Context: an optimization exercise on an open-source flow, tuned for small area and a short achievable clock period. The choices shown serve that exercise and are no tape-out recipe.
Only simulation tests tie the RTL to the original design; equivalence was not proved.
Power figures rest on the tool's default switching activity, not on a simulated workload.

==> flow/design.v <==
`default_nettype none
module wbps_regs (
   input  wire logic          clock,
   input  wire logic          reset,
   input  wire logic          psel,
   input  wire logic          penable,
   input  wire logic          pwrite,
   input  wire logic [5:0]    paddr,
   input  wire logic [63:0]   pwdata,
   output logic      [63:0]   prdata,
   output logic               pready,
   output logic [127:0]       pattern,
   output logic [15:0]        wildcard_mask,
   output logic [4:0]         pattern_length,
   output logic [63:0]        region_base,
   output logic [5:0]         region_base_hi_ones
);
   localparam int OFFSET_BITS = 32;    
   logic [63:0] pattern_low_ff, pattern_high_ff, region_base_ff;
   logic [15:0] wildcard_mask_ff;
   logic [4:0]  pattern_length_ff;
   logic [63:0] pattern_low_n_ff, pattern_high_n_ff, region_base_n_ff;
   logic [15:0] wildcard_mask_n_ff;
   logic [4:0]  pattern_length_n_ff;
   logic [63:0] wdata_n;
   logic [2:0]  index;
   logic        write_strobe;
   logic [63:0] wdata;
   logic [5:0]  base_hi_ones_ff, base_hi_ones_in;
   assign index = paddr[5:3];
   assign write_strobe = psel && penable && pwrite;
   assign wdata = reset ? 64'd0 : pwdata;
   assign wdata_n = ~wdata;
   assign pattern_low_ff = ~pattern_low_n_ff;
   assign pattern_high_ff = ~pattern_high_n_ff;
   assign region_base_ff = ~region_base_n_ff;
   assign wildcard_mask_ff = ~wildcard_mask_n_ff;
   assign pattern_length_ff = ~pattern_length_n_ff;
   assign pready = 1'b1;
   assign pattern = {pattern_high_ff, pattern_low_ff};
   assign wildcard_mask = wildcard_mask_ff;
   assign pattern_length = pattern_length_ff;
   assign region_base = region_base_ff;
   assign region_base_hi_ones = base_hi_ones_ff;
   always_comb begin
      base_hi_ones_in = 6'(64 - OFFSET_BITS);
      for (int k = 63 - OFFSET_BITS; k >= 0; k--) begin
         if (!wdata[OFFSET_BITS + k]) base_hi_ones_in = 6'(k);
      end
   end
   always_ff @(posedge clock) begin
      if (reset || (write_strobe && index == 3'd0)) pattern_low_n_ff <= wdata_n;
      if (reset || (write_strobe && index == 3'd1)) pattern_high_n_ff <= wdata_n;
      if (reset || (write_strobe && index == 3'd2)) wildcard_mask_n_ff <= wdata_n[15:0];
      if (reset || (write_strobe && index == 3'd3)) pattern_length_n_ff <= wdata_n[4:0];
      if (reset || (write_strobe && index == 3'd4)) begin
         region_base_n_ff <= wdata_n;
         base_hi_ones_ff <= base_hi_ones_in;
      end
   end
   wbps_rdata u_rdata (
      .index          (index),
      .pattern_low    (pattern_low_ff),
      .pattern_high   (pattern_high_ff),
      .wildcard_mask  (wildcard_mask_ff),
      .pattern_length (pattern_length_ff),
      .region_base    (region_base_ff),
      .prdata         (prdata)
   );
endmodule
`default_nettype wire
`default_nettype none
module wbps_rdata (
   input  wire logic [2:0]    index,
   input  wire logic [63:0]   pattern_low,
   input  wire logic [63:0]   pattern_high,
   input  wire logic [15:0]   wildcard_mask,
   input  wire logic [4:0]    pattern_length,
   input  wire logic [63:0]   region_base,
   output logic      [63:0]   prdata
);
   logic [63:0] pair0, pair1, low4, high4;
   assign pair0 = index[0] ? pattern_high : pattern_low;
   assign pair1 = index[0] ? {59'd0, pattern_length} : {48'd0, wildcard_mask};
   assign low4 = index[1] ? pair1 : pair0;
   assign high4 = (index[1] || index[0]) ? 64'd0 : region_base;
   assign prdata = index[2] ? high4 : low4;
endmodule
`default_nettype wire
`default_nettype none
module wbps_match (
   input  wire logic [7:0]   data,
   input  wire logic [127:0] pattern,
   input  wire logic [15:0]  wildcard_mask,
   output logic [15:0]       match
);
   always_comb begin
      for (int i = 0; i < 16; i++) begin
         match[i] = wildcard_mask[i] || (data == pattern[8 * i +: 8]);
      end
   end
endmodule
`default_nettype wire
`default_nettype none
module wbps_core (
   input  wire logic          clock,
   input  wire logic          reset,
   input  wire logic [127:0]  pattern,
   input  wire logic [15:0]   wildcard_mask,
   input  wire logic [4:0]    pattern_length,
   input  wire logic [63:0]   region_base,
   input  wire logic [5:0]    region_base_hi_ones,
   input  wire logic          req_valid,
   output logic               req_ready,
   input  wire logic [7:0]    req_data_byte,
   input  wire logic          req_last_byte,
   output logic               rsp_valid,
   input  wire logic          rsp_ready,
   output logic               rsp_found,
   output logic [63:0]        rsp_match_address
);
   localparam int OFFSET_BITS = 32;    
   localparam int W = OFFSET_BITS;
   logic        in_valid_ff;
   logic [7:0]  in_byte_ff;
   logic        in_last_ff;
   logic        first_ff;       
   logic        done_ff;        
   logic [4:0]  count_ff;       
   logic [14:0] prefix_ff;
   logic [W:0]  addr_ff;        
   logic        out_valid_ff;
   logic        out_found_ff;
   logic        advance, step;
   logic [4:0]  length;
   logic [16:0] length_sel;
   logic [15:0] match;
   logic [15:0] prefix;
   logic        done;
   logic        hit;
   logic [4:0]  count_next;
   logic        full;
   logic [W-1:0] stop_offset;
   logic [W-1:0] stop_carry_in;
   logic [W-1:0] stop_carry_out;
   logic        stop;
   logic        inc;
   logic [W:0]  addr_cur;
   logic [W:0]  addr_ones;
   logic [63-W:0] base_ones;
   assign advance = !out_valid_ff || rsp_ready;
   assign step = in_valid_ff && advance;
   assign req_ready = !in_valid_ff || advance;
   assign length = (pattern_length > 5'd16) ? 5'd16 : pattern_length;
   always_comb begin
      for (int l = 0; l <= 16; l++) begin
         length_sel[l] = (length == 5'(l));
      end
   end
   wbps_match u_match (
      .data          (in_byte_ff),
      .pattern       (pattern),
      .wildcard_mask (wildcard_mask),
      .match         (match)
   );
   always_comb begin
      prefix[0] = match[0];
      for (int i = 1; i < 16; i++) begin
         prefix[i] = match[i] && prefix_ff[i - 1] && !first_ff;
      end
   end
   assign done = done_ff && !first_ff;
   assign hit = |(length_sel[16:1] & prefix) && !done;
   assign count_next = first_ff ? 5'd1 : (count_ff[4] ? count_ff : count_ff + 5'd1);
   assign full = (count_next >= length);
   assign stop_offset = {{(W-5){1'b1}}, ~length};
   assign stop_carry_in = region_base[W-1:0] ^ stop_offset ^ addr_ff[W-1:0];
   assign stop_carry_out = (region_base[W-1:0] & stop_offset)
      | ((region_base[W-1:0] | stop_offset) & ~addr_ff[W-1:0]);
   assign stop = !first_ff && (stop_carry_in == {stop_carry_out[W-2:0], 1'b0});
   assign inc = full && !hit && !stop;
   assign addr_cur = first_ff ? {1'b0, region_base[W-1:0]} : addr_ff;
   always_comb begin
      addr_ones[0] = 1'b1;
      for (int k = 1; k <= W; k++) begin
         addr_ones[k] = addr_ones[k - 1] && addr_cur[k - 1];
      end
      for (int k = 0; k < 64 - W; k++) begin
         base_ones[k] = (region_base_hi_ones >= 6'(k));
      end
   end
   always_ff @(posedge clock) begin
      if (reset) begin
         in_valid_ff <= 1'b0;
         first_ff <= 1'b1;
         out_valid_ff <= 1'b0;
      end else begin
         if (req_ready) in_valid_ff <= req_valid;
         if (step) first_ff <= in_last_ff;
         if (advance) out_valid_ff <= step && (hit || (in_last_ff && !done));
      end
   end
   always_ff @(posedge clock) begin
      if (req_ready) begin
         in_byte_ff <= req_data_byte;
         in_last_ff <= req_last_byte;
      end
      if (step) begin
         done_ff <= done || hit;
         count_ff <= count_next;
         prefix_ff <= prefix[14:0];
         addr_ff <= addr_cur ^ (addr_ones & {(W+1){inc}});
         out_found_ff <= hit;
      end
   end
   assign rsp_valid = out_valid_ff;
   assign rsp_found = out_found_ff;
   assign rsp_match_address = out_found_ff
      ? {region_base[63:W] ^ (base_ones & {(64-W){addr_ff[W]}}), addr_ff[W-1:0]} : 64'd0;
endmodule
`default_nettype wire
`default_nettype none
module wildcard_byte_pattern_search (
   input  wire logic          clock,
   input  wire logic          reset,
   input  wire logic          req_valid,
   output logic               req_ready,
   input  wire logic [7:0]    req_data_byte,
   input  wire logic          req_last_byte,
   output logic               rsp_valid,
   input  wire logic          rsp_ready,
   output logic               rsp_found,
   output logic [63:0]        rsp_match_address,
   input  wire logic          psel,
   input  wire logic          penable,
   input  wire logic          pwrite,
   input  wire logic [5:0]    paddr,
   input  wire logic [63:0]   pwdata,
   output logic      [63:0]   prdata,
   output logic               pready
);
   logic [127:0] pattern;
   logic [15:0]  wildcard_mask;
   logic [4:0]   pattern_length;
   logic [63:0]  region_base;
   logic [5:0]   region_base_hi_ones;
   wbps_regs u_regs (
      .clock          (clock),
      .reset          (reset),
      .psel           (psel),
      .penable        (penable),
      .pwrite         (pwrite),
      .paddr          (paddr),
      .pwdata         (pwdata),
      .prdata         (prdata),
      .pready         (pready),
      .pattern        (pattern),
      .wildcard_mask  (wildcard_mask),
      .pattern_length (pattern_length),
      .region_base    (region_base),
      .region_base_hi_ones (region_base_hi_ones)
   );
   wbps_core u_core (
      .clock             (clock),
      .reset             (reset),
      .pattern           (pattern),
      .wildcard_mask     (wildcard_mask),
      .pattern_length    (pattern_length),
      .region_base       (region_base),
      .region_base_hi_ones (region_base_hi_ones),
      .req_valid         (req_valid),
      .req_ready         (req_ready),
      .req_data_byte     (req_data_byte),
      .req_last_byte     (req_last_byte),
      .rsp_valid         (rsp_valid),
      .rsp_ready         (rsp_ready),
      .rsp_found         (rsp_found),
      .rsp_match_address (rsp_match_address)
   );
endmodule
`default_nettype wire
==> flow/flow/run.sh <==
#!/bin/bash
# The standard layout (standard.sh), with two placement and clock-tree choices:
# the port buffers that placement inserts are sky130_fd_sc_hd__buf_1, and the
# clock tree is built without dummy loads. make's output goes to standard.log;
# each ORFS step keeps its own log under orfs/logs.
set -euo pipefail
export BUFFER_PORTS_ARGS="-buffer_cell sky130_fd_sc_hd__buf_1"
export CTS_ARGS="-sink_clustering_enable -repair_clock_nets -sink_clustering_size 20 -sink_clustering_max_diameter 50 -buf_list sky130_fd_sc_hd__clkbuf_8 -dont_use_dummy_load"
bash standard.sh > standard.log 2>&1
==> flow/standard.sh <==
#!/bin/bash
# synth_recipe.tcl (not shown) runs the flow's synth.tcl, then flattens the netlist and writes it again
# the make line also repeats each setting of config.mk as NAME=value (left out here)
make -C /OpenROAD-flow-scripts/flow DESIGN_CONFIG=/design/flow/config.mk WORK_HOME=/design/flow/orfs CLKGATE_MAP_FILE= SYNTH_SCRIPT=/design/flow/synth_recipe.tcl "${@:-finish}"
==> flow/config.mk <==
export PLATFORM = sky130hd
export DESIGN_NAME = wildcard_byte_pattern_search
export DESIGN_NICKNAME = wildcard_byte_pattern_search
export VERILOG_FILES = /design/flow/design.v
export SDC_FILE = /design/flow/constraint.sdc
export NUM_CORES = 4
export LEC_CHECK = 0
export CAP_MARGIN = 5
export CORE_MARGIN = 2
export CORE_UTILIZATION = 40
export CTS_BUF_LIST = sky130_fd_sc_hd__clkbuf_8
export CTS_CLUSTER_DIAMETER = 50
export CTS_CLUSTER_SIZE = 20
export PLACE_DENSITY = 0.6
export SETUP_SLACK_MARGIN = 3.2
export SLEW_MARGIN = 5
export TNS_END_PERCENT = 20
==> flow/constraint.sdc <==
create_clock -name core_clock -period 7.2 [get_ports {clock}]
set_input_delay 1.4400 -clock core_clock [delete_from_list [all_inputs] [get_ports {clock}]]
set_output_delay 1.4400 -clock core_clock [all_outputs]
set_load 0.01 [all_outputs]
==> notes.md, run 1 <==
status no timing/DRC/antenna violations; combinational share of power 20.3%; FFs w/ async S/R, synth 0%; cells along the critical path clkbuf_16 -> nand2b_4 -> clkbuf_16 -> nor2_1 -> a21oi_1 -> nor2_1 -> buf_1; average cell area after synthesis 11.08 sq um; Tot GR Track Use 22.89%; RePlAce Congestion 0.9347; core outline area 40010 sq um; R2R Path End u_core.addr_ff[32]$_DFFE_PP_; Period minus WS final 3.998 ns; slowest CP cell nand2b_4; Clock Sinks 286; diode count 0; Max VDD drop 0.0001174 V; total power 3.770 mW; Power Density 200.8 nW/um^2; Synth area leaders edfxtp_1 (52%), xor2_1 (9.3%), mux2i_1 (3.5%); post-route ant nets 0; initial antenna violation count 3; Slew @ Worst Pin 1.057 ns; Synth cell types 69; TritonCTS clock tree yes; vias in the first global route 12020; port bufs 213; hold path cells 2; Worst Setup Path Type input pin to output port; Ports 218; Worst-path clk slew 0.06 ns; clock tree buffer depth 3; worst relative slew slack 29.52%; RSZ-0062 raised after global routing true; Fmax 250.2 MHz; hold_buf cts 0; Flop pwr share 55.8%; period utilization 55.52%; largest net degree at the start of global routing 71; TritonCTS buffer count 30; clock share of power 23.9%; Crit path depth 7; switching power 1.112 mW; R2R depth 12; dpl hpwl 34.52 mm; Setup crit start kind input pin; CP required 5.76 ns; Critical Path Sink Type output port; setup tns final 0 ns; YS warnings 3; Residual DRC 0; Setup Viol. Count Final 0; dpl ws 2.167 ns; CP max FO 15; worst hold path type register to register; Starting Density 40.79%; Post-synth EDFFs 283; Yosys top cell by area edfxtp_1; Final Slew Violations 0; die height 206.0 um; main flop type after synthesis edfxtp_1; htree depth 1; Die ar. 42430 sq um; # nets final 1823; wire length per cell 22.55 um; vias per inst 5.457; final worst slack 3.202 ns; Critical R2R Launch u_core.in_byte_ff[3]$_DFFE_PP_; Switching Share 29.50%; drt initial violations 1036; start point of the worst hold path u_core.out_valid_ff$_SDFFE_PP0N_; CP Buf/Inv Count 3; leakage 6.984 nW; r2r setup slk 3.42 ns; area grow syn2layout 15.03%; Data arrival, critical path 2.56 ns; Synthesized Nets 1597; Hold Vio Cnt, Final 0; DR vias 12130; Max-Cap Viols 0; chip width 206.0 um; clock latency (worst-skew pair) 0.63 ns; Yosys top cell area share 52.07%; GRT overflow 0; hold path endpoint u_core.out_valid_ff$_SDFFE_PP0N_; Crit path max-delay family buffers and inverters; first-pass GRT wire length 72.44 mm; Synth Cell Area 16320 sq um; clk_skew 0.09889 ns; register area share after synthesis 52.44%; row count 73; DR pass1 iterations 5; CTS root buf clkbuf_8; Internal 2.657 mW; Total Wirelength 50.10 mm; worst hold slack 0.5285 ns; CP max stage delay 0.25 ns; Post-Synthesis Cells 1473; layout cells sized above 1 10.43%; #FFs+latches synth 286
-- synth_stat cells, types with 14 or more instances --
library cell / n
nor3_1: 15
o22ai_1: 16
xor2_1: 174
inv_1: 35
edfxtp_1: 283
nand2_1: 127
mux2i_1: 57
ha_1: 33
nand2b_1: 16
o21ai_0: 66
and2_1: 68
nand3_1: 20
nor4_1: 14
nand4_1: 45
clkbuf_1: 53
xnor2_1: 52
mux2_2: 14
and3_1: 17
a21oi_1: 73
nor2_1: 145
-- sequential cells by signal, indices dropped and copies added (netlist names) --
name	count
u_regs.pattern_low_n_ff	64
u_core.count_ff	5
u_core.addr_ff	33
u_core.out_valid_ff	1
u_regs.base_hi_ones_ff	6
u_regs.wildcard_mask_n_ff	16
u_core.out_found_ff	1
u_regs.pattern_length_n_ff	5
u_core.done_ff	1
u_core.in_valid_ff	1
u_core.prefix_ff	15
u_core.in_byte_ff	8
u_core.in_last_ff	1
u_core.first_ff	1
u_regs.pattern_high_n_ff	64
u_regs.region_base_n_ff	64
-- cells by family (layout without fill, tap and decap cells) --
group           count (synthesis)  count (layout)  synth area share, %
other cells                     1               1              0.02298
compound gates                225             225                8.319
buf+inv                       122             346                3.512
mux                            76              76                5.152
flops                         286             286                52.44
simple gates                  499             499                15.28
fa+ha+maj                      38              38                3.143
xor+xnor                      226             226                12.13
-- per-stage QoR --
step,utilization [%],cells,cell area (sq um)
after CTS,45.98,2195,18400
after global routing,46.92,2222,18770
final,46.92,2222,18770
after detailed placement,43.83,2148,17530
after global placement,43.83,2148,17530
after floorplan,-,1473,16400
-- layout by cell type, fill, tap and decap left out, types with 6 or more instances in the layout --
cell,instances
nand2_1,125
ha_1,33
o21ai_0,56
o21ai_2,8
buf_16,6
and3_1,17
buf_1,195
nand2b_1,13
a21oi_1,73
mux2_2,14
nor3_1,15
o22ai_1,14
o21a_1,6
and2_1,67
nand3_1,20
mux2i_1,57
buf_12,6
clkbuf_8,30
buf_2,13
o21ai_1,6
xnor2_1,52
edfxtp_1,283
xor2_1,173
a31oi_1,12
nor2b_1,8
nor4_1,14
nand4_1,45
inv_1,34
buf_4,45
nor2_1,140
a21boi_0,12
-- how the worst max path moves through the flow --
stage                        start                                 endpoint  slack (ns)
after detailed placement  paddr[4]                               prdata[13]        2.17
after CTS                 paddr[4]                                prdata[1]        3.09
final                     paddr[3]                               prdata[45]        3.20
after global routing      paddr[3]                               prdata[45]        3.13
after global placement    paddr[4]                               prdata[13]        2.17
after floorplan           paddr[3]  u_regs.base_hi_ones_ff[0]$_SDFFCE_PN0P_        2.50
-- metal layers --
layer | global-route usage [%] | routed length, um
met1 | 29.41 | 20610
met2 | 38.81 | 24210
met3 | 3.343 | 3255
met4 | 9.235 | 1988
met5 | 0 | 33
-- worst register-to-register path, cell delays in order, from the launching register on --
cell	delay, ns
edfxtp_1	0.53
buf_4	0.35
xnor2_1	0.17
nor4_1	0.08
a21boi_0	0.37
o41a_1	0.20
o21ai_0	0.08
a222oi_1	0.63
o211ai_4	0.18
buf_4	0.21
or4b_1	0.52
xor2_1	0.18
o21ai_2	0.06
-- power by group through the flow --
stage	Clock, mW	Sequential, mW	Combinational (mW)
detailed placement	0	2.14	0.693
finish	0.902	2.10	0.765
floorplan	0	2.09	0.490
global route	0.977	2.12	0.835
CTS	0.921	2.10	0.737
global placement	0	2.14	0.687
-- layout make-up --
type	instances	area, sq um
timing repair buffer	278	1669
fill	3816	21230
sequential	286	8559
inverter	38	155.1
clock buffer	30	412.9
tap	525	656.9
multi-input combinational	1065	7318
-- repair_timing --
item / in CTS / in global routing
buffers inserted: 12 / 22
pin swaps: 1 / 2
endpoints found under the setup margin: 95 / 101
endpoints found under the hold margin: 0 / 0
gates cloned: 5 / 5
gates resized for setup: 62 / 24
==> run 2: changes to the inputs <==
--- a/flow/config.mk
+++ b/flow/config.mk
@@ -5,13 +5,13 @@
 export SDC_FILE = /design/flow/constraint.sdc
 export NUM_CORES = 4
 export LEC_CHECK = 0
-export CAP_MARGIN = 5
+export CAP_MARGIN = 20
 export CORE_MARGIN = 2
 export CORE_UTILIZATION = 40
 export CTS_BUF_LIST = sky130_fd_sc_hd__clkbuf_8
 export CTS_CLUSTER_DIAMETER = 50
 export CTS_CLUSTER_SIZE = 20
-export PLACE_DENSITY = 0.6
+export PLACE_DENSITY = 0.5
 export SETUP_SLACK_MARGIN = 3.2
-export SLEW_MARGIN = 5
+export SLEW_MARGIN = 20
 export TNS_END_PERCENT = 20
==> notes.md, run 2 <==
r2r setup slk 3.40 ns (-0.02 ns); Worst-path clk slew 0.08 ns (+0.02 ns); Data arrival, critical path 2.60 ns (+0.04 ns); GRT overflow 0 (unchanged); Total Wirelength 53.00 mm (+5.8%); CP required 5.76 ns (about the same); Starting Density 40.79% (unchanged); Yosys top cell area share 52.07% (unchanged); clock latency (worst-skew pair) 0.61 ns (-0.02 ns); port bufs 213 (unchanged); htree depth 2 (+1); Max-Cap Viols 0 (unchanged); first-pass GRT wire length 76.72 mm (+5.9%); Synthesized Nets 1597 (unchanged); Slew @ Worst Pin 0.9748 ns (-0.08242 ns); RSZ-0062 raised after global routing true; Hold Vio Cnt, Final 0 (unchanged); commonest non-fill, non-tap cell in the layout edfxtp_1; Synth Cell Area 16320 sq um (unchanged); drt initial violations 950 (-8.3%); worst hold path type register to register; TritonCTS buffer count 38 (+27%); FFs w/ async S/R, synth 0% (unchanged); # fillers 3883 (+1.8%); Max VDD drop 0.0001057 V (-10%); layout cells sized above 1 10.12% (-0.31 points); clk_skew 0.07675 ns (-0.02214 ns); wire length per cell 23.83 um (+5.7%); final core utilization 46.84% (-0.081 points); YS warnings 3 (unchanged); leakage 6.966 nW (-0.25%); Tot GR Track Use 24.74% (+1.9 points); Power Density 208.9 nW/um^2 (+4.1%); CP max stage delay 0.26 ns (about the same); cells along the critical path clkbuf_16 -> buf_16 -> buf_4 -> mux2i_1 -> a21oi_1 -> nor2_1 -> buf_1; Clock Sinks 286 (unchanged); Post-synth EDFFs 283 (unchanged); hold_buf cts 0 (unchanged); most frequent cells in the layout edfxtp_1 (283), buf_1 (200), xor2_1 (174); largest net degree at the start of global routing 63 (-11%); TritonCTS clock tree yes; register area share after synthesis 52.44% (unchanged); Synth cell types 69 (unchanged); Yosys top cell by area edfxtp_1; post-route ant nets 0 (unchanged); #FFs+latches synth 286 (unchanged); Synth area leaders edfxtp_1 (52%), xor2_1 (9.3%), mux2i_1 (3.5%); row count 73 (unchanged); die height 206.0 um (unchanged); # nets final 1825 (+0.11%); dpl hpwl 36.83 mm (+6.7%); Residual DRC 0 (unchanged); setup tns final 0 ns (unchanged); Critical Path Sink Type output port; Fmax 247.5 MHz (-1.1%); CTS root buf clkbuf_8; leading registers by flop count u_regs.pattern_high_n_ff x64, u_regs.pattern_low_n_ff x64, u_regs.region_base_n_ff x64; vias per inst 5.469 (+0.21%); DR pass1 iterations 5 (unchanged); Period minus WS final 4.041 ns (+0.04364 ns); chip width 206.0 um (unchanged); diode count 0 (unchanged); area grow syn2layout 14.83%; CP max FO 10 (-5); Worst Setup Path Type input pin to output port; Setup crit start kind input pin; vias in the first global route 12100 (+0.65%); main flop type after synthesis edfxtp_1; slowest CP cell mux2i_1; period utilization 56.13% (+0.61 points); average cell area after synthesis 11.08 sq um (unchanged); Final Slew Violations 0 (unchanged); synth cell count leaders edfxtp_1 (283), xor2_1 (174), nor2_1 (145); R2R depth 11 (-1); Post-Synthesis Cells 1473 (unchanged); RePlAce Congestion 0.8246 (-12%); top-count cell post-synth edfxtp_1; Setup Viol. Count Final 0 (unchanged); Die ar. 42430 sq um (unchanged); DR vias 12160 (+0.31%); worst relative slew slack 34.19% (+4.7 points); initial antenna violation count 1 (-2); clock tree buffer depth 3 (unchanged); status no timing/DRC/antenna violations; core outline area 40010 sq um (unchanged); Ports 218 (unchanged); hold path cells 2 (unchanged)
run 2: repair_timing:
item / in CTS / in global routing
pin swaps: 0 / 4
gates cloned: 8 / 1
gates resized for setup: 62 / 5
setup endpoints to repair: 98 / 86
buffers inserted: 24 / 3
run 2: path summary, 6_finish.rpt:
kind | from | to
worst max-delay path | paddr[3] | prdata[46]
worst min register to register | u_core.out_valid_ff$_SDFFE_PP0N_ | u_core.out_valid_ff$_SDFFE_PP0N_
worst max register to register | u_core.in_byte_ff[7]$_DFFE_PP_ | u_core.addr_ff[32]$_DFFE_PP_
worst min-delay path | u_core.out_valid_ff$_SDFFE_PP0N_ | u_core.out_valid_ff$_SDFFE_PP0N_
run 2: metal layers:
metal,up-vias,part of all wire [%],track usage (%)
met3,61,5.2,3.642
met5,-,0.030,0
li1,5686,-,-
met4,2,2.1,6.352
met2,379,49,41.87
met1,6035,44,33.27
run 2: worst max-delay path, delay by kind of cell:
kind	cells	cell delay, ns
AND/OR/NAND/NOR	1	0.13
multiplexers	1	0.26
AO/OA/AOI/OAI	1	0.13
buffers and inverters	4	0.62
run 2: power by group:
part           internal [mW]  leakage, nW  total (mW)  switching, mW
Combinational          0.294         3.88       0.758          0.464
Sequential              1.99         2.81        2.11          0.120
Clock                  0.468        0.273        1.05          0.584
run 2: cells by family (layout without fill, tap and decap cells):
logic type      after synthesis  in the layout  share of synthesized area, %
simple gates                499            501                         15.28
flops                       286            286                         52.44
xor+xnor                    226            226                         12.13
compound gates              225            225                         8.319
buf+inv                     122            346                         3.512
mux                          76             76                         5.152
fa+ha+maj                    38             38                         3.143
other cells                   1              1                       0.02298
run 2: cell type report:
class	instances	area [sq um]	share of cell area (%)
tap	525	656.9	3.505
timing repair buffer	270	1516	8.092
sequential	286	8559	45.68
multi-input combinational	1067	7333	39.13
inverter	38	150.1	0.8012
clock buffer	38	523.0	2.791
run 2: through the flow:
| stage | std cells | power, mW | setup slack [ns] | hold slack [ns] | instance area, sq um |
|---|---|---|---|---|---|
| after floorplan | 1473 | 2.579 | 2.505 | 0.4683 | 16400 |
| after global placement | 2150 | 2.843 | 2.020 | 0.5344 | 17550 |
| after detailed placement | 2150 | 2.849 | 2.041 | 0.5409 | 17550 |
| after CTS | 2220 | 3.951 | 3.123 | 0.5572 | 18680 |
| after global routing | 2224 | 4.089 | 3.092 | 0.5857 | 18740 |
| final | 2224 | 3.916 | 3.159 | 0.5568 | 18740 |
==> run 3: changes to the inputs <==
--- a/flow/config.mk
+++ b/flow/config.mk
@@ -11,7 +11,7 @@
 export CTS_BUF_LIST = sky130_fd_sc_hd__clkbuf_8
 export CTS_CLUSTER_DIAMETER = 50
 export CTS_CLUSTER_SIZE = 20
-export PLACE_DENSITY = 0.5
+export PLACE_DENSITY = 0.85
 export SETUP_SLACK_MARGIN = 3.2
 export SLEW_MARGIN = 20
 export TNS_END_PERCENT = 20
==> notes.md, run 3 <==
commonest non-fill, non-tap cell in the layout edfxtp_1; Max-Cap Viols 0 (unchanged); Worst-path clk slew 0.08 ns (about the same); synth cell count leaders edfxtp_1 (283), xor2_1 (174), nor2_1 (145); clock tree buffer depth 3 (unchanged); Fmax 244.2 MHz (-1.3%); leading registers by flop count u_regs.pattern_high_n_ff x64, u_regs.pattern_low_n_ff x64, u_regs.region_base_n_ff x64; GRT overflow 0 (unchanged); Setup crit start kind input pin; diode count 0 (unchanged); period utilization 56.87% (+0.75 points); R2R Path End u_core.addr_ff[19]$_DFFE_PP_; DR vias 12560 (+3.2%); total power 3.730 mW (-4.7%); Synthesized Nets 1597 (unchanged); Final Slew Violations 0 (unchanged); initial antenna violation count 2 (+1); Clock Sinks 286 (unchanged); register area share after synthesis 52.44% (unchanged); # fillers 3648 (-6.1%); Period minus WS final 4.095 ns (+0.05372 ns); met3 wire len 4.691 mm (+69%); RSZ-0062 raised after global routing true; multi-input logic area 7312 sq um (-0.29%); r2r setup slk 3.48 ns (+0.08 ns); Synth Cell Area 16320 sq um (unchanged); Ports 218 (unchanged); CTS root buf clkbuf_8; leakage 6.865 nW (-1.4%); DR pass1 iterations 7 (+2); chip width 206.0 um (unchanged); dpl ws 1.991 ns (-0.04919 ns); Max VDD drop 0.0001274 V (+21%); CP max stage delay 0.22 ns (-0.04 ns); most frequent cells in the layout edfxtp_1 (283), buf_1 (204), xor2_1 (173); status no timing/DRC/antenna violations; Residual DRC 0 (unchanged); hold_buf cts 0 (unchanged); largest net degree at the start of global routing 71 (+13%); R2R depth 12 (+1); drt initial violations 1227 (+29%); Post-synth EDFFs 283 (unchanged); core outline area 40010 sq um (unchanged); row count 73 (unchanged); htree depth 1 (-1); DRT met1 WL 18.72 mm (-20%); post-route ant nets 0 (unchanged); Total Wirelength 49.03 mm (-7.5%); average cell area after synthesis 11.08 sq um (unchanged); first-pass GRT wire length 72.24 mm (-5.8%); vias per inst 5.670 (+3.7%); met2 routed WL 23.27 mm (-9.5%); Hold Vio Cnt, Final 0 (unchanged); area grow syn2layout 14.08%; RePlAce Congestion 0.9184 (+11%); Sequential Area 8559 sq um (unchanged); Starting Density 40.79% (unchanged); YS warnings 3 (unchanged); Data arrival, critical path 2.65 ns (+0.05 ns); Top Metal Used met5; start point of the worst hold path u_core.out_valid_ff$_SDFFE_PP0N_; main flop type after synthesis edfxtp_1; final worst slack 3.105 ns (-0.05372 ns); die height 206.0 um (unchanged); Crit path max-delay family simple AND/OR/NAND/NOR gates; Critical Path Sink Type output port; worst hold path type register to register; wire length per cell 22.14 um (-7.1%); CP required 5.76 ns (about the same); Synth cell types 69 (unchanged); hold path cells 2 (unchanged); Synth area leaders edfxtp_1 (52%), xor2_1 (9.3%), mux2i_1 (3.5%); Yosys top cell by area edfxtp_1; Die ar. 42430 sq um (unchanged); Critical R2R Launch u_regs.pattern_length_n_ff[4]$_DFFE_PP_; #FFs+latches synth 286 (unchanged); dpl hpwl 34.48 mm (-6.4%); Setup Viol. Count Final 0 (unchanged); port bufs 213 (unchanged); worst relative slew slack 31.18% (-3.0 points); Tot GR Track Use 22.62% (-2.1 points); clock latency (worst-skew pair) 0.63 ns (+0.02 ns); TritonCTS clock tree yes; # nets final 1816 (-0.49%); Post-Synthesis Cells 1473 (unchanged); Slew @ Worst Pin 1.032 ns (+0.05757 ns); FFs w/ async S/R, synth 0% (unchanged); TritonCTS buffer count 28 (-26%); cells along the critical path clkbuf_16 -> nand2b_2 -> buf_12 -> nor2_2 -> a21oi_1 -> nor2_1 -> clkbuf_2; Power Density 200.4 nW/um^2 (-4.1%); slowest CP cell nor2_1; Worst Setup Path Type input pin to output port; clk_skew 0.1038 ns (+0.02708 ns); Yosys top cell area share 52.07% (unchanged); CP max FO 48 (+38); setup tns final 0 ns (unchanged); top-count cell post-synth edfxtp_1; layout cells sized above 1 9.822% (-0.30 points); CP Buf/Inv Count 3 (-1); hold path endpoint u_core.out_valid_ff$_SDFFE_PP0N_; vias in the first global route 12090 (-0.066%)
run 3: cell types whose count changed in the layout (fill, tap and decap cells not counted), moves of 3 or more:
cell	delta
nand2b_4	-5
buf_1	+4
mux2i_2	-3
o22ai_1	+3
buf_12	+7
clkbuf_8	-10
o21ai_0	-9
o21ai_2	+5
nor2_2	+6
buf_2	-5
mux2i_1	+3
nor2_1	-5
o22ai_2	-3
o21ai_1	+4
run 3: report_power, final:
group | switching (mW) | total (mW) | internal, mW
clock | 0.524 | 0.869 | 0.344
sequential | 0.116 | 2.10 | 1.99
combinational | 0.466 | 0.761 | 0.295
run 3: worst max-delay path by stage:
stage,start,endpoint,cells past startpoint
after floorplan,paddr[3],u_regs.base_hi_ones_ff[0]$_SDFFCE_PN0P_,4
after global placement,paddr[4],prdata[13],7
after detailed placement,paddr[4],prdata[13],7
after CTS,paddr[4],prdata[2],4
after global routing,u_regs.base_hi_ones_ff[2]$_SDFFCE_PN0P_,rsp_match_address[45],7
final,paddr[3],prdata[49],7
run 3: metrics by stage:
step	instances	util [%]	instance area, sq um	hold slack (ns)
2_1_floorplan	1473	-	16400	0.4683
3_3_place_gp	2146	43.79	17520	0.4900
3_5_place_dp	2146	43.79	17520	0.5267
4_1_cts	2206	46.29	18520	0.5393
5_1_grt	2215	46.53	18620	0.5652
6_report	2215	46.53	18620	0.5382
run 3: kinds of logic after synthesis:
family	Yosys count	share of synthesized area [%]
simple gates	499	15.28
compound gates	225	8.319
fa+ha+maj	38	3.143
flops	286	52.44
other cells	1	0.02298
buf+inv	122	3.512
mux	76	5.152
xor+xnor	226	12.13
run 3: final cells by class:
cell class | count | share of cell area [%]
multi-input cells | 1065 | 39.28
inverters | 38 | 0.8334
well taps | 525 | 3.528
flip-flops and latches | 286 | 45.98
repair buffers | 273 | 8.314
clock buffers | 28 | 2.070
run 3: worst min-delay path: stages (launching register included):
cell,delay (ns)
dfxtp_1,0.33
nand2b_1,0.09
a21oi_1,0.07
run 3: layer usage:
layer  track usage, %  vias to the layer above
li1                 -                     5669
met1            29.51                     5992
met2            37.85                      776
met3            3.169                      117
met4            9.413                        4
met5                0                        -
run 3: timing repair:
item,CTS,global route
gates cloned,4,0
setup buffers,28,9
gates resized for setup,65,10
endpoints found under the setup margin,103,96
pin swaps,1,4
==> run 4: changes to the inputs <==
--- a/flow/config.mk
+++ b/flow/config.mk
@@ -11,7 +11,7 @@
 export CTS_BUF_LIST = sky130_fd_sc_hd__clkbuf_8
 export CTS_CLUSTER_DIAMETER = 50
 export CTS_CLUSTER_SIZE = 20
-export PLACE_DENSITY = 0.85
+export PLACE_DENSITY = 0.75
 export SETUP_SLACK_MARGIN = 3.2
 export SLEW_MARGIN = 20
 export TNS_END_PERCENT = 20
==> notes.md, run 4 <==
Yosys top cell area share 52.07% (unchanged); Power Density 206.2 nW/um^2 (+2.9%); area grow syn2layout 13.56%; chip width 206.0 um (unchanged); Fmax 248.5 MHz (+1.8%); Period minus WS final 4.023 ns (-0.07148 ns); Data arrival, critical path 2.58 ns (-0.07 ns); wire length per cell 22.43 um (+1.3%); top-count cell post-synth edfxtp_1; total power 3.820 mW (+2.4%); core outline area 40010 sq um (unchanged); setup tns final 0 ns (unchanged); worst hold path type register to register; status no timing/DRC/antenna violations; Max VDD drop 0.0001152 V (-9.6%); DR pass1 iterations 5 (-2); Clock Sinks 286 (unchanged); CP required 5.76 ns (about the same); initial antenna violation count 1 (-1); commonest non-fill, non-tap cell in the layout edfxtp_1; dpl hpwl 34.67 mm (+0.57%); Die ar. 42430 sq um (unchanged); main flop type after synthesis edfxtp_1; vias in the first global route 12260 (+1.4%); average cell area after synthesis 11.08 sq um (unchanged); R2R Path End u_core.addr_ff[32]$_DFFE_PP_; diode count 0 (unchanged); dpl cells 2150 (+0.19%); row count 73 (unchanged); Total Wirelength 49.41 mm (+0.76%); Post-Synthesis Cells 1473 (unchanged); crit path launch paddr[4]; Slew @ Worst Pin 1.063 ns (+0.03035 ns); worst relative slew slack 29.15% (-2.0 points); layout cells sized above 1 8.999% (-0.82 points); CTS root buf clkbuf_8; Worst Setup Path Type input pin to output port; RePlAce Congestion 0.8833 (-3.8%); GRT overflow 0 (unchanged); Worst-path clk slew 0.05 ns (-0.03 ns); die height 206.0 um (unchanged); period utilization 55.88% (-0.99 points); first-pass GRT wire length 72.46 mm (+0.30%); Max-Cap Viols 0 (unchanged); DR vias 12390 (-1.3%); Synth Cell Area 16320 sq um (unchanged); leading registers by flop count u_regs.pattern_high_n_ff x64, u_regs.pattern_low_n_ff x64, u_regs.region_base_n_ff x64; CP max FO 13 (-73%); Hold Vio Cnt, Final 0 (unchanged); YS warnings 3 (unchanged); Residual DRC 0 (unchanged); Setup Viol. Count Final 0 (unchanged); vias per inst 5.624 (-0.81%); clock latency (worst-skew pair) 0.56 ns (-0.07 ns); Yosys top cell by area edfxtp_1; drt initial violations 1158 (-5.6%); Critical Path Sink Type output port; Starting Density 40.79% (unchanged); #FFs+latches synth 286 (unchanged); dpl ws 2.137 ns (+0.1456 ns); Final Slew Violations 0 (unchanged); leakage 6.829 nW (-0.52%); Ports 218 (unchanged); synth cell count leaders edfxtp_1 (283), xor2_1 (174), nor2_1 (145); largest net degree at the start of global routing 71 (unchanged); Synth area leaders edfxtp_1 (52%), xor2_1 (9.3%), mux2i_1 (3.5%); r2r setup slk 3.38 ns (-0.10 ns); final core utilization 46.32% (-0.21 points); clock tree buffer depth 3 (unchanged); R2R depth 12 (unchanged); TritonCTS buffer count 34 (+21%); Critical R2R Launch u_core.in_byte_ff[6]$_DFFE_PP_; clk_skew 0.06451 ns (-0.03931 ns); Setup crit start kind input pin; post-route insts no fill 2203 (-0.54%); htree depth 2 (+1); most frequent cells in the layout edfxtp_1 (283), buf_1 (200), xor2_1 (173); final worst slack 3.177 ns (+0.07148 ns); # nets final 1804 (-0.66%); Tot GR Track Use 22.82% (+0.20 points); Critical Path End prdata[15]; FFs w/ async S/R, synth 0% (unchanged); Post-synth EDFFs 283 (unchanged); RSZ-0062 raised after global routing true; TritonCTS clock tree yes; post-route ant nets 0 (unchanged); Synthesized Nets 1597 (unchanged); register area share after synthesis 52.44% (unchanged); port bufs 213 (unchanged); Synth cell types 69 (unchanged)
[run 4: cell counts after synthesis]
No cell type changed its count.
[run 4: cells by family (layout without fill, tap and decap cells)]
group | Yosys count | count (layout) | share of synthesized area [%]
AO/OA/AOI/OAI | 225 | 225 | 8.319
XOR/XNOR | 226 | 226 | 12.13
adder cells (fa/ha/maj) | 38 | 38 | 3.143
buffers and inverters | 122 | 326 | 3.512
flip-flops | 286 | 286 | 52.44
multiplexers | 76 | 76 | 5.152
other | 1 | 1 | 0.02298
AND/OR/NAND/NOR | 499 | 500 | 15.28
[run 4: cell type report]
cell class | count | area [sq um]
fill | 3752 | 21470
sequential | 286 | 8559
multi-input combinational | 1066 | 7320
timing repair buffer | 253 | 1371
tap | 525 | 656.9
clock buffer | 34 | 467.9
inverter | 38 | 150.1
timing repair inverter | 1 | 6.256
[run 4: critical path: stages]
cell	delay (ns)
buf_16	0.14
buf_16	0.15
mux2_2	0.34
o22ai_1	0.13
nand2_1	0.07
o21ai_1	0.13
buf_2	0.18
[run 4: routing by layer]
metal,vias to the layer above,wire [um],global-route usage (%)
li1,5654,-,-
met1,5976,19800,29.71
met2,657,23920,39.32
met3,100,3818,2.791
met4,2,1849,7.832
met5,-,12,0
[run 4: worst min path at each step]
stage,from,to,depth (start not counted)
after floorplan,u_core.in_last_ff$_DFFE_PP_,u_core.first_ff$_SDFFE_PP1P_,2
after global placement,u_core.out_valid_ff$_SDFFE_PP0N_,u_core.out_valid_ff$_SDFFE_PP0N_,2
after detailed placement,u_core.out_valid_ff$_SDFFE_PP0N_,u_core.out_valid_ff$_SDFFE_PP0N_,2
after CTS,u_core.out_valid_ff$_SDFFE_PP0N_,u_core.out_valid_ff$_SDFFE_PP0N_,2
after global routing,u_core.out_valid_ff$_SDFFE_PP0N_,u_core.out_valid_ff$_SDFFE_PP0N_,2
final,u_core.out_valid_ff$_SDFFE_PP0N_,u_core.out_valid_ff$_SDFFE_PP0N_,2
[run 4: power by group]
part | total, mW | internal, mW | switching, mW
clock | 0.970 | 0.421 | 0.549
combinational | 0.747 | 0.289 | 0.458
sequential | 2.10 | 1.99 | 0.118
[run 4: repair_timing]
action,CTS,global route
resized for setup,57,16
setup endpoints to repair,79,79
hold buffers,0,0
cloned,8,1
pin swaps,2,0
hold endpoints to repair,0,0
setup buffers,5,4
[run 4: per-stage QoR]
stage | hold slack, ns | cell area (sq um)
finish | 0.5254 | 18530
global route | 0.5629 | 18530
CTS | 0.5209 | 18410
detailed placement | 0.5117 | 17550
global placement | 0.4913 | 17550
floorplan | 0.4683 | 16400
==> run 5: changes to the inputs <==
--- a/flow/config.mk
+++ b/flow/config.mk
@@ -11,6 +11,7 @@
 export CTS_BUF_LIST = sky130_fd_sc_hd__clkbuf_8
 export CTS_CLUSTER_DIAMETER = 50
 export CTS_CLUSTER_SIZE = 20
+export GPL_ROUTABILITY_DRIVEN = 0
 export PLACE_DENSITY = 0.75
 export SETUP_SLACK_MARGIN = 3.2
 export SLEW_MARGIN = 20
==> notes.md, run 5 <==
worst relative slew slack 26.58% (-2.6 points); Final Slew Violations 0 (unchanged); busiest grt layer met2; # nets final 1810 (+0.33%); Critical Path Sink Type output port; post-route cell area 18500 sq um (-0.16%); Hold Vio Cnt, Final 0 (unchanged); RSZ-0062 raised after global routing true; Synth area leaders edfxtp_1 (52%), xor2_1 (9.3%), mux2i_1 (3.5%); port bufs 213 (unchanged); switching power 1.119 mW (-0.55%); combinational share of power 20.2% (+0.6 points); Flop pwr share 55.8% (+0.8 points); Data arrival, critical path 2.66 ns (+0.08 ns); leakage 6.811 nW (-0.27%); most frequent cells in the layout edfxtp_1 (283), buf_1 (206), xor2_1 (173); worst hold path type register to register; dpl cells 2151 (+0.047%); Post-synth EDFFs 283 (unchanged); clock latency (worst-skew pair) 0.64 ns (+0.08 ns); row count 73 (unchanged); Area after DPL 17560 sq um (about the same); total power 3.764 mW (-1.5%); clock tree buffer depth 3 (unchanged); Starting Density 40.79% (unchanged); Fmax 244.0 MHz (-1.8%); largest net degree at the start of global routing 62 (-13%); CP max FO 10 (-3); Die ar. 42430 sq um (unchanged); Period minus WS final 4.099 ns (+0.07555 ns); synth cell count leaders edfxtp_1 (283), xor2_1 (174), nor2_1 (145); register area share after synthesis 52.44% (unchanged); Tot GR Track Use 23.29% (+0.46 points); main flop type after synthesis edfxtp_1; Clock Sinks 286 (unchanged); routing usage on met1 30.99% (+1.3 points); wire length per cell 22.67 um (+1.1%); final worst slack 3.101 ns (-0.07555 ns); worst hold slack 0.5583 ns (+0.03291 ns); initial antenna violation count 1 (unchanged); Synth cell types 69 (unchanged); Yosys top cell by area edfxtp_1; hold_buf cts 0 (unchanged); Post-Synthesis Cells 1473 (unchanged); FFs w/ async S/R, synth 0% (unchanged); htree depth 1 (-1); layout cells sized above 1 8.967% (-0.032 points); chip width 206.0 um (unchanged); Synthesized Nets 1597 (unchanged); Synth Cell Area 16320 sq um (unchanged); status no timing/DRC/antenna violations; Residual DRC 0 (unchanged); diode count 0 (unchanged); clk_skew 0.08814 ns (+0.02363 ns); TritonCTS buffer count 30 (-12%); Max VDD drop 0.0001264 V (+9.7%); post-route ant nets 0 (unchanged); met2 global-route usage 39.05% (-0.28 points); DR pass1 iterations 6 (+1); drt initial violations 1215 (+4.9%); clock share of power 24.0% (-1.4 points); YS warnings 3 (unchanged); CP required 5.76 ns (about the same); die height 206.0 um (unchanged); dpl hpwl 35.21 mm (+1.5%); dpl ws 1.945 ns (-0.1923 ns); Max-Cap Viols 0 (unchanged); setup tns final 0 ns (unchanged); Slew @ Worst Pin 1.101 ns (+0.03855 ns); vias per inst 5.690 (+1.2%); DR vias 12570 (+1.5%); period utilization 56.93% (+1.0 points); first-pass GRT wire length 74.07 mm (+2.2%); commonest non-fill, non-tap cell in the layout edfxtp_1; Setup crit start kind register; Setup Viol. Count Final 0 (unchanged); Worst Setup Path Type register to output port; final core utilization 46.25% (-0.075 points); #FFs+latches synth 286 (unchanged); TritonCTS clock tree yes; CTS root buf clkbuf_8; Internal 2.645 mW (-1.9%); post-route insts no fill 2209 (+0.27%); Power Density 203.5 nW/um^2 (-1.3%); M3 GR Usage 2.381% (-0.41 points); average cell area after synthesis 11.08 sq um (unchanged); Yosys top cell area share 52.07% (unchanged); top-count cell post-synth edfxtp_1; Ports 218 (unchanged); Worst-path clk slew 0.06 ns (about the same); GRT overflow 0 (unchanged); core outline area 40010 sq um (unchanged); area grow syn2layout 13.37%; Switching Share 29.73% (+0.28 points); leading registers by flop count u_regs.pattern_high_n_ff x64, u_regs.pattern_low_n_ff x64, u_regs.region_base_n_ff x64; Total Wirelength 50.09 mm (+1.4%); vias in the first global route 12340 (+0.67%)
[run 5: changes by cell type in the layout (fill, tap and decap cells not counted), moves of 2 or more]
cell,previous run,this run
mux2i_1,53,55
nor2_4,0,2
o21ai_0,57,54
buf_4,27,43
buf_6,2,0
clkbuf_2,3,0
buf_2,7,4
clkbuf_8,36,31
nor2_2,3,1
o21ai_2,5,7
buf_1,200,206
[run 5: power by group through the flow]
stage / sequential, mW / combinational, mW / clock [mW]
2_1_floorplan: 2.09 / 0.490 / 0
3_3_place_gp: 2.13 / 0.683 / 0
3_5_place_dp: 2.14 / 0.698 / 0
4_1_cts: 2.10 / 0.742 / 0.918
5_1_grt: 2.12 / 0.824 / 0.972
6_report: 2.10 / 0.760 / 0.903
[run 5: path summary, 6_finish.rpt]
check | cells past startpoint | end | slack, ns | from
hold reg to reg | 2 | u_core.out_valid_ff$_SDFFE_PP0N_ | 0.56 | u_core.out_valid_ff$_SDFFE_PP0N_
setup reg to reg | 13 | u_core.addr_ff[32]$_DFFE_PP_ | 3.42 | u_regs.pattern_length_n_ff[4]$_DFFE_PP_
setup / recovery | 6 | rsp_match_address[63] | 3.10 | u_regs.base_hi_ones_ff[4]$_SDFFCE_PN0P_
hold / removal | 2 | u_core.out_valid_ff$_SDFFE_PP0N_ | 0.56 | u_core.out_valid_ff$_SDFFE_PP0N_
[run 5: cells by family after synthesis]
group | count (synthesis) | synth area share [%]
muxes | 76 | 5.152
other | 1 | 0.02298
AOI/OAI and AO/OA | 225 | 8.319
and+or+nand+nor | 499 | 15.28
DFF | 286 | 52.44
adders and majority gates | 38 | 3.143
buffers and inverters | 122 | 3.512
xor gates and xnor gates | 226 | 12.13
[run 5: timing repair]
action	4_1_cts	5_1_grt
setup endpoints to repair	84	98
gates cloned	6	0
pin swaps	1	0
setup buffers	14	8
resized for setup	59	4
[run 5: area by class of cell]
class                      instances  area (sq um)
tap                              525         656.9
inverter                          38         155.1
fill                            3719         21500
multi-input combinational       1066          7315
clock buffer                      30         412.9
sequential                       286          8559
timing repair buffer             264          1403
[run 5: layer usage]
| layer | vias up | routed length [um] |
|---|---|---|
| li1 | 5665 | - |
| met1 | 6049 | 19790 |
| met2 | 734 | 23910 |
| met3 | 121 | 4256 |
| met4 | 0 | 2133 |
| met5 | - | 0 |
[run 5: worst max-delay path, stage by stage (launching register included)]
cell	delay (ns)
edfxtp_1	0.44
or2_2	0.41
o211ai_1	0.25
o21bai_1	0.23
xor2_2	0.38
and2_1	0.18
buf_1	0.15
==> run 6: changes to the inputs <==
--- a/flow/config.mk
+++ b/flow/config.mk
@@ -11,8 +11,7 @@
 export CTS_BUF_LIST = sky130_fd_sc_hd__clkbuf_8
 export CTS_CLUSTER_DIAMETER = 50
 export CTS_CLUSTER_SIZE = 20
-export GPL_ROUTABILITY_DRIVEN = 0
 export PLACE_DENSITY = 0.75
-export SETUP_SLACK_MARGIN = 3.2
+export SETUP_SLACK_MARGIN = 3.3
 export SLEW_MARGIN = 20
 export TNS_END_PERCENT = 20
==> notes.md, run 6 <==
status no timing/DRC/antenna violations; worst hold path type register to register; Synthesized Nets 1597 (unchanged); Die ar. 42430 sq um (unchanged); core outline area 40010 sq um (unchanged); Post-Synthesis Cells 1473 (unchanged); # fillers 3731 (+0.32%); Synth area leaders edfxtp_1 (52%), xor2_1 (9.3%), mux2i_1 (3.5%); largest net degree at the start of global routing 71 (+15%); Tot GR Track Use 22.95% (-0.34 points); GRT overflow 0 (unchanged); #FFs+latches synth 286 (unchanged); Synth Cell Area 16320 sq um (unchanged); dpl hpwl 34.67 mm (-1.5%); wire length per cell 22.44 um (-1.0%); Worst-path clk slew 0.07 ns (about the same); vias per inst 5.645 (-0.79%); average cell area after synthesis 11.08 sq um (unchanged); Period minus WS final 3.976 ns (-0.1234 ns); Clock Sinks 286 (unchanged); hold_buf cts 0 (unchanged); Setup crit start kind register; vias in the first global route 12280 (-0.48%); port bufs 213 (unchanged); Fmax 251.5 MHz (+3.1%); CTS root buf clkbuf_8; die height 206.0 um (unchanged); top-count cell post-synth edfxtp_1; Critical Path Sink Type output port; Setup Viol. Count Final 0 (unchanged); FFs w/ async S/R, synth 0% (unchanged); setup tns final 0 ns (unchanged); row count 73 (unchanged); Starting Density 40.79% (unchanged); Yosys top cell by area edfxtp_1; Worst Setup Path Type register to output port; CP max FO 12 (+2); layout cells sized above 1 10.92% (+2.0 points); Data arrival, critical path 2.54 ns (-0.12 ns); register area share after synthesis 52.44% (unchanged); TritonCTS buffer count 34 (+13%); RePlAce Congestion 0.8833; Synth cell types 69 (unchanged); clock latency (worst-skew pair) 0.56 ns (-0.08 ns); DR pass1 iterations 5 (-1); commonest non-fill, non-tap cell in the layout edfxtp_1; Residual DRC 0 (unchanged); clk_skew 0.07622 ns (-0.01192 ns); area grow syn2layout 14.81%; leading registers by flop count u_regs.pattern_high_n_ff x64, u_regs.pattern_low_n_ff x64, u_regs.region_base_n_ff x64; DR vias 12480 (-0.70%); htree depth 2 (+1); Power Density 205.0 nW/um^2 (+0.76%); Slew @ Worst Pin 1.059 ns (-0.04180 ns); period utilization 55.22% (-1.7 points); CP required 5.76 ns (about the same); worst relative slew slack 29.37% (+2.8 points); Max-Cap Viols 0 (unchanged); most frequent cells in the layout edfxtp_1 (283), buf_1 (190), xor2_1 (173); TritonCTS clock tree yes; Yosys top cell area share 52.07% (unchanged); YS warnings 3 (unchanged); Hold Vio Cnt, Final 0 (unchanged); drt initial violations 1141 (-6.1%); Final Slew Violations 0 (unchanged); first-pass GRT wire length 72.85 mm (-1.6%); final core utilization 46.83% (+0.58 points); # nets final 1811 (+0.055%); main flop type after synthesis edfxtp_1; Max VDD drop 0.0001140 V (-9.8%); Total Wirelength 49.61 mm (-0.95%); clock tree buffer depth 3 (unchanged); Post-synth EDFFs 283 (unchanged); chip width 206.0 um (unchanged); Ports 218 (unchanged); post-route ant nets 0 (unchanged); initial antenna violation count 1 (unchanged); leakage 6.951 nW (+2.1%); synth cell count leaders edfxtp_1 (283), xor2_1 (174), nor2_1 (145); RSZ-0062 raised after global routing true
-- run 6: cell counts after synthesis --
No cell type changed its count.
-- run 6: layout make-up --
cell class	instances	area, sq um	area share [%]
inverters	38	150.1	0.8014
repair buffers	260	1476	7.880
repair inverters	1	6.256	0.03339
diodes	1	2.502	0.01336
well taps	525	656.9	3.506
clock buffers	34	467.9	2.498
multi-input cells	1066	7416	39.58
flip-flops and latches	286	8559	45.69
-- run 6: repair_timing --
item                                    in CTS  in global routing
gates cloned                                10                  1
pin swaps                                    2                  5
gates resized for setup                     85                 24
setup buffers                                8                  6
endpoints found under the setup margin     117                101
-- run 6: stage by stage --
step | power, mW | worst slack (ns) | instance area (sq um) | hold slack, ns | std cells
after floorplan | 2.579 | 2.505 | 16400 | 0.4683 | 1473
after global placement | 2.813 | 2.143 | 17550 | 0.4913 | 2150
after detailed placement | 2.831 | 2.137 | 17550 | 0.5117 | 2150
after CTS | 3.829 | 3.210 | 18570 | 0.5209 | 2202
after global routing | 3.985 | 3.165 | 18730 | 0.5629 | 2210
final | 3.841 | 3.224 | 18740 | 0.5248 | 2211
-- run 6: path summary, 6_finish.rpt --
kind | startpoint | end | cells past startpoint | slack, ns
hold / removal | u_core.out_valid_ff$_SDFFE_PP0N_ | u_core.out_valid_ff$_SDFFE_PP0N_ | 2 | 0.52
hold reg to reg | u_core.out_valid_ff$_SDFFE_PP0N_ | u_core.out_valid_ff$_SDFFE_PP0N_ | 2 | 0.52
setup / recovery | u_regs.base_hi_ones_ff[1]$_SDFFCE_PN0P_ | rsp_match_address[63] | 6 | 3.22
setup reg to reg | u_core.in_byte_ff[6]$_DFFE_PP_ | u_core.addr_ff[28]$_DFFE_PP_ | 12 | 3.47
-- run 6: power breakdown --
group	total (mW)	leakage, nW	switching [mW]	internal (mW)
Combinational	0.761	3.89	0.463	0.299
Clock	0.975	0.244	0.554	0.421
Sequential	2.10	2.81	0.119	1.99
-- run 6: cell families after synthesis --
logic type,count (synthesis),synth area share (%)
flip-flops,286,52.44
AND/OR/NAND/NOR,499,15.28
AO/OA/AOI/OAI,225,8.319
other,1,0.02298
adder cells (fa/ha/maj),38,3.143
buffers and inverters,122,3.512
multiplexers,76,5.152
XOR/XNOR,226,12.13
-- run 6: worst max-delay path: stages (launching register included) --
cell and delay, ns:
edfxtp_1 0.58, and3_1 0.28, o211ai_1 0.23, o21bai_1 0.20
xor2_2 0.38, and2_1 0.18, buf_1 0.15
-- run 6: per-layer routing --
layer,share of wire (%),track usage (%),vias to the layer above
met5,0,0,-
met4,3.8,8.010,0
met3,7.4,2.728,111
met2,48,39.63,650
met1,40,29.79,6044
li1,-,-,5676
==> run 7: changes to the inputs <==
--- a/flow/config.mk
+++ b/flow/config.mk
@@ -12,6 +12,6 @@
 export CTS_CLUSTER_DIAMETER = 50
 export CTS_CLUSTER_SIZE = 20
 export PLACE_DENSITY = 0.75
-export SETUP_SLACK_MARGIN = 3.3
+export SETUP_SLACK_MARGIN = 3.1
 export SLEW_MARGIN = 20
 export TNS_END_PERCENT = 20
==> notes.md, run 7 <==
worst relative slew slack 29.07% (-0.30 points); R2R depth 12 (unchanged); Switching Share 29.51% (-0.068 points); period utilization 57.75% (+2.5 points); clock latency (worst-skew pair) 0.56 ns (about the same); main flop type after synthesis edfxtp_1; Total Wirelength 49.03 mm (-1.2%); Period minus WS final 4.158 ns (+0.1821 ns); vias in the first global route 12170 (-0.94%); # nets final 1800 (-0.61%); TritonCTS buffer count 34 (unchanged); RePlAce Congestion 0.8833 (unchanged); Max-Cap Viols 0 (unchanged); Worst Setup Path Type register to output port; hold path cells 2 (unchanged); #FFs+latches synth 286 (unchanged); Slew @ Worst Pin 1.064 ns (+0.004557 ns); Synthesized Nets 1597 (unchanged); Internal 2.682 mW (-0.83%); leading registers by flop count u_regs.pattern_high_n_ff x64, u_regs.pattern_low_n_ff x64, u_regs.region_base_n_ff x64; clock tree buffer depth 3 (unchanged); Critical Path Sink Type output port; die height 206.0 um (unchanged); CTS root buf clkbuf_8; Synth Cell Area 16320 sq um (unchanged); slowest CP cell edfxtp_1; FFs w/ async S/R, synth 0% (unchanged); Data arrival, critical path 2.72 ns (+0.18 ns); worst hold slack 0.5238 ns (-0.0009530 ns); Synth cell types 69 (unchanged); Ports 218 (unchanged); Flop pwr share 55.2% (+0.4 points); GRT overflow 0 (unchanged); hold path endpoint u_core.out_valid_ff$_SDFFE_PP0N_; htree depth 2 (unchanged); wire length per cell 22.29 um (-0.67%); DR vias 12320 (-1.3%); dpl hpwl 34.67 mm (unchanged); Fmax 240.5 MHz (-4.4%); Post-Synthesis Cells 1473 (unchanged); hold_buf cts 0 (unchanged); switching power 1.123 mW (-1.2%); clock share of power 25.6% (+0.2 points); status no timing/DRC/antenna violations; row count 73 (unchanged); # fillers 3768 (+0.99%); core outline area 40010 sq um (unchanged); Sequential Area 8559 sq um (unchanged); clk_skew 0.06413 ns (-0.01209 ns); Final Slew Violations 0 (unchanged); Setup crit start kind register; combinational share of power 19.2% (-0.6 points); CP required 5.76 ns (about the same); synth cell count leaders edfxtp_1 (283), xor2_1 (174), nor2_1 (145); dpl ws 2.137 ns (unchanged); drt initial violations 1107 (-3.0%); register area share after synthesis 52.44% (unchanged); chip width 206.0 um (unchanged); Max VDD drop 0.0001122 V (-1.6%); average cell area after synthesis 11.08 sq um (unchanged); Critical R2R Launch u_regs.pattern_length_n_ff[4]$_DFFE_PP_; first-pass GRT wire length 72.04 mm (-1.1%); r2r setup slk 3.46 ns (about the same); cells along the critical path and3_1 -> o211ai_1 -> o21bai_1 -> xor2_2 -> and2_1 -> buf_1; largest net degree at the start of global routing 71 (unchanged); Post-synth EDFFs 283 (unchanged); top-count cell post-synth edfxtp_1; Synth area leaders edfxtp_1 (52%), xor2_1 (9.3%), mux2i_1 (3.5%); final worst slack 3.042 ns (-0.1821 ns); multi-input logic area 7268 sq um (-2.0%); area grow syn2layout 12.59%; RSZ-0062 raised after global routing true; start point of the worst hold path u_core.out_valid_ff$_SDFFE_PP0N_; Hold Vio Cnt, Final 0 (unchanged); Worst-path clk slew 0.07 ns (about the same); CP max stage delay 0.57 ns (about the same); leakage 6.731 nW (-3.2%); commonest non-fill, non-tap cell in the layout edfxtp_1; Clock Sinks 286 (unchanged); Tot GR Track Use 22.71% (-0.24 points); Die ar. 42430 sq um (unchanged); CP max FO 12 (unchanged); Setup Viol. Count Final 0 (unchanged); DR pass1 iterations 5 (unchanged); initial antenna violation count 1 (unchanged); Starting Density 40.79% (unchanged); most frequent cells in the layout edfxtp_1 (283), buf_1 (208), xor2_1 (173); worst hold path type register to register; Power Density 207.1 nW/um^2 (+1.0%); YS warnings 3 (unchanged); Residual DRC 0 (unchanged); vias per inst 5.598 (-0.83%); TritonCTS clock tree yes; post-route ant nets 0 (unchanged); port bufs 213 (unchanged); layout cells sized above 1 7.826% (-3.1 points); R2R Path End u_core.addr_ff[10]$_DFFE_PP_; setup tns final 0 ns (unchanged); Yosys top cell area share 52.07% (unchanged); Yosys top cell by area edfxtp_1
run 7: worst max-delay path by stage:
stage	from	to	slack [ns]	cells past startpoint
2_1_floorplan	paddr[3]	u_regs.base_hi_ones_ff[0]$_SDFFCE_PN0P_	2.50	4
3_3_place_gp	paddr[3]	prdata[56]	2.14	7
3_5_place_dp	paddr[4]	prdata[13]	2.14	7
4_1_cts	paddr[4]	prdata[13]	3.02	7
5_1_grt	paddr[4]	prdata[4]	3.01	4
6_report	u_regs.base_hi_ones_ff[1]$_SDFFCE_PN0P_	rsp_match_address[63]	3.04	6
run 7: critical path, delay by kind of cell, from the launching register on:
kind            cells  cell delay (ns)
xor+xnor            1             0.39
simple gates        2             0.47
compound gates      2             0.62
flops               1             0.57
buf+inv             1             0.15
run 7: repair_timing:
item                                    in CTS  in global routing
gates resized for setup                     38                  6
endpoints found under the setup margin      65                 57
buffers inserted                             2                  6
hold endpoints to repair                     0                  0
gates cloned                                 5                  1
run 7: power by group through the flow:
stage | Combinational [mW] | Sequential (mW) | Clock (mW)
global route | 0.794 | 2.11 | 1.05
global placement | 0.685 | 2.13 | 0
floorplan | 0.490 | 2.09 | 0
detailed placement | 0.696 | 2.14 | 0
finish | 0.730 | 2.10 | 0.973
CTS | 0.720 | 2.10 | 0.984
run 7: cell type report:
| class | count | area share (%) |
|---|---|---|
| clock buffers | 34 | 2.547 |
| diodes | 1 | 0.01362 |
| repair inverters | 1 | 0.03405 |
| well taps | 525 | 3.575 |
| multi-input cells | 1066 | 39.56 |
| inverters | 38 | 0.8172 |
| repair buffers | 249 | 6.871 |
| flip-flops and latches | 286 | 46.58 |
run 7: logic make-up (layout without fill, tap and decap cells):
| family | Yosys count | after routing | synth area share [%] |
|---|---|---|---|
| and+or+nand+nor | 499 | 500 | 15.28 |
| DFF | 286 | 286 | 52.44 |
| xor gates and xnor gates | 226 | 226 | 12.13 |
| AOI/OAI and AO/OA | 225 | 225 | 8.319 |
| buffers and inverters | 122 | 322 | 3.512 |
| muxes | 76 | 76 | 5.152 |
| adders and majority gates | 38 | 38 | 3.143 |
| other | 1 | 2 | 0.02298 |
run 7: metal layers:
| metal | up-vias | global-route usage, % | part of all wire [%] |
|---|---|---|---|
| met1 | 5992 | 29.52 | 41 |
| li1 | 5659 | - | - |
| met3 | 90 | 3.027 | 7.6 |
| met2 | 573 | 38.89 | 48 |
| met4 | 2 | 7.959 | 3.5 |
| met5 | - | 0 | 0.024 |
run 7: metrics by stage:
stage / utilization (%) / area, sq um / power [mW] / cells
detailed placement: 43.87 / 17550 / 2.831 / 2150
finish: 45.93 / 18370 / 3.805 / 2200
global route: 45.92 / 18370 / 3.954 / 2199
floorplan: - / 16400 / 2.579 / 1473
global placement: 43.87 / 17550 / 2.813 / 2150
CTS: 45.64 / 18260 / 3.803 / 2191
==> run 8: changes to the inputs <==
--- a/flow/config.mk
+++ b/flow/config.mk
@@ -12,6 +12,6 @@
 export CTS_CLUSTER_DIAMETER = 50
 export CTS_CLUSTER_SIZE = 20
 export PLACE_DENSITY = 0.75
-export SETUP_SLACK_MARGIN = 3.1
+export SETUP_SLACK_MARGIN = 3.2
 export SLEW_MARGIN = 20
-export TNS_END_PERCENT = 20
+export TNS_END_PERCENT = 10
==> notes.md, run 8 <==
setup tns final 0 ns (unchanged); RePlAce Congestion 0.8833 (unchanged); CTS root buf clkbuf_8; switching power 1.127 mW (+0.35%); Area after DPL 17550 sq um (unchanged); main flop type after synthesis edfxtp_1; most frequent cells in the layout edfxtp_1 (283), buf_1 (201), xor2_1 (173); dpl ws 2.137 ns (unchanged); clock share of power 25.5% (about the same); dpl cells 2150 (unchanged); Fmax 246.2 MHz (+2.4%); YS warnings 3 (unchanged); post-route ant nets 0 (unchanged); Final Slew Violations 0 (unchanged); Max VDD drop 0.0001134 V (+1.1%); DRT met1 WL 19.75 mm (-0.58%); Synth area leaders edfxtp_1 (52%), xor2_1 (9.3%), mux2i_1 (3.5%); start point of the worst hold path u_core.out_valid_ff$_SDFFE_PP0N_; core outline area 40010 sq um (unchanged); Starting Density 40.79% (unchanged); Worst Setup Path Type input pin to output port; Critical Path Sink Type output port; average cell area after synthesis 11.08 sq um (unchanged); die height 206.0 um (unchanged); worst relative slew slack 29.97% (+0.91 points); FFs w/ async S/R, synth 0% (unchanged); post-route insts no fill 2200 (unchanged); initial antenna violation count 1 (unchanged); leakage 6.785 nW (+0.80%); Hold Vio Cnt, Final 0 (unchanged); Clock Sinks 286 (unchanged); chip width 206.0 um (unchanged); cells along the critical path clkbuf_16 -> buf_16 -> mux2i_1 -> a21oi_1 -> nor2_1 -> buf_1; area grow syn2layout 13.19%; clock latency (worst-skew pair) 0.56 ns (about the same); clock tree buffer depth 3 (unchanged); leading registers by flop count u_regs.pattern_high_n_ff x64, u_regs.pattern_low_n_ff x64, u_regs.region_base_n_ff x64; Period minus WS final 4.061 ns (-0.09653 ns); vias in the first global route 12230 (+0.49%); Crit path max-delay family buffers and inverters; Slew @ Worst Pin 1.050 ns (-0.01359 ns); Top Metal Used met5; # fillers 3762 (-0.16%); Tot GR Track Use 22.75% (+0.042 points); met2 routed WL 23.74 mm (about the same); largest net degree at the start of global routing 71 (unchanged); crit path launch paddr[3]; DR vias 12410 (+0.76%); Synthesized Nets 1597 (unchanged); diode count 0 (-1); Flop pwr share 55.1% (about the same); Internal 2.691 mW (+0.32%); post-route cell area 18470 sq um (+0.53%); Setup Viol. Count Final 0 (unchanged); worst hold path type register to register; Data arrival, critical path 2.62 ns (-0.10 ns); #FFs+latches synth 286 (unchanged); total power 3.818 mW (+0.33%); TritonCTS clock tree yes; Setup crit start kind input pin; period utilization 56.40% (-1.3 points); Max-Cap Viols 0 (unchanged); clk_skew 0.06649 ns (+0.002365 ns); final core utilization 46.17% (+0.24 points); Ports 218 (unchanged); CP max stage delay 0.33 ns (-0.24 ns); Worst-path clk slew 0.05 ns (-0.02 ns); Synth cell types 69 (unchanged); register area share after synthesis 52.44% (unchanged); wire length per cell 22.39 um (+0.45%); met3 wire len 3.801 mm (+2.1%); synth cell count leaders edfxtp_1 (283), xor2_1 (174), nor2_1 (145); row count 73 (unchanged); Residual DRC 0 (unchanged); combinational share of power 19.4% (+0.2 points); htree depth 2 (unchanged); Critical R2R Launch u_core.in_byte_ff[6]$_DFFE_PP_; slowest CP cell mux2i_1; drt initial violations 1075 (-2.9%); RSZ-0062 raised after global routing true; CP required 5.76 ns (about the same); status no timing/DRC/antenna violations; Power Density 206.7 nW/um^2 (-0.20%); dpl hpwl 34.67 mm (unchanged); CP Buf/Inv Count 3 (+2); Yosys top cell area share 52.07% (unchanged); final worst slack 3.139 ns (+0.09653 ns); commonest non-fill, non-tap cell in the layout edfxtp_1; TritonCTS buffer count 34 (unchanged); DR pass1 iterations 5 (unchanged); top-count cell post-synth edfxtp_1; Die ar. 42430 sq um (unchanged); Post-Synthesis Cells 1473 (unchanged); GRT overflow 0 (unchanged); # nets final 1801 (+0.056%); Synth Cell Area 16320 sq um (unchanged); Yosys top cell by area edfxtp_1; Post-synth EDFFs 283 (unchanged); vias per inst 5.640 (+0.76%); port bufs 213 (unchanged); Switching Share 29.51% (about the same); CP max FO 20 (+8)
-- run 8: logic make-up (layout without fill, tap and decap cells) --
group | after synthesis | in the layout | synth area share [%]
simple gates | 499 | 500 | 15.28
fa+ha+maj | 38 | 38 | 3.143
buf+inv | 122 | 323 | 3.512
xor+xnor | 226 | 226 | 12.13
other cells | 1 | 1 | 0.02298
mux | 76 | 76 | 5.152
compound gates | 225 | 225 | 8.319
flops | 286 | 286 | 52.44
-- run 8: repair_timing --
action,4_1_cts,5_1_grt
pin swaps,2,0
resized for setup,51,23
setup buffers,5,4
setup endpoints to repair,79,83
gates cloned,6,1
-- run 8: per-layer routing --
metal / vias up / global-route usage [%]
met5: - / 0
met2: 626 / 39.25
met4: 2 / 7.832
met3: 115 / 2.964
met1: 6011 / 29.43
li1: 5655 / -
-- run 8: layout make-up --
cell class / instances / area, sq um / area share, %
clock buffers: 34 / 467.9 / 2.533
inverters: 38 / 150.1 / 0.8128
multi-input cells: 1066 / 7327 / 39.67
flip-flops and latches: 286 / 8559 / 46.34
well taps: 525 / 656.9 / 3.556
repair buffers: 250 / 1304 / 7.058
repair inverters: 1 / 6.256 / 0.03387
-- run 8: worst paths after layout --
kind | end | cells past startpoint | slack (ns)
worst max-delay path | prdata[43] | 6 | 3.14
worst min-delay path | u_core.out_valid_ff$_SDFFE_PP0N_ | 2 | 0.53
worst max register to register | u_core.addr_ff[32]$_DFFE_PP_ | 12 | 3.37
worst min register to register | u_core.out_valid_ff$_SDFFE_PP0N_ | 2 | 0.53
-- run 8: tightest hold or removal path, cell delays in order (launching register included) --
cell and delay, ns:
dfxtp_1 0.31, nand2b_1 0.09, a21oi_1 0.07
-- run 8: power groups by stage --
stage	Clock, mW	Combinational, mW	Sequential (mW)
finish	0.972	0.742	2.10
global route	1.04	0.807	2.11
CTS	0.984	0.728	2.10
detailed placement	0	0.696	2.14
global placement	0	0.685	2.13
floorplan	0	0.490	2.09
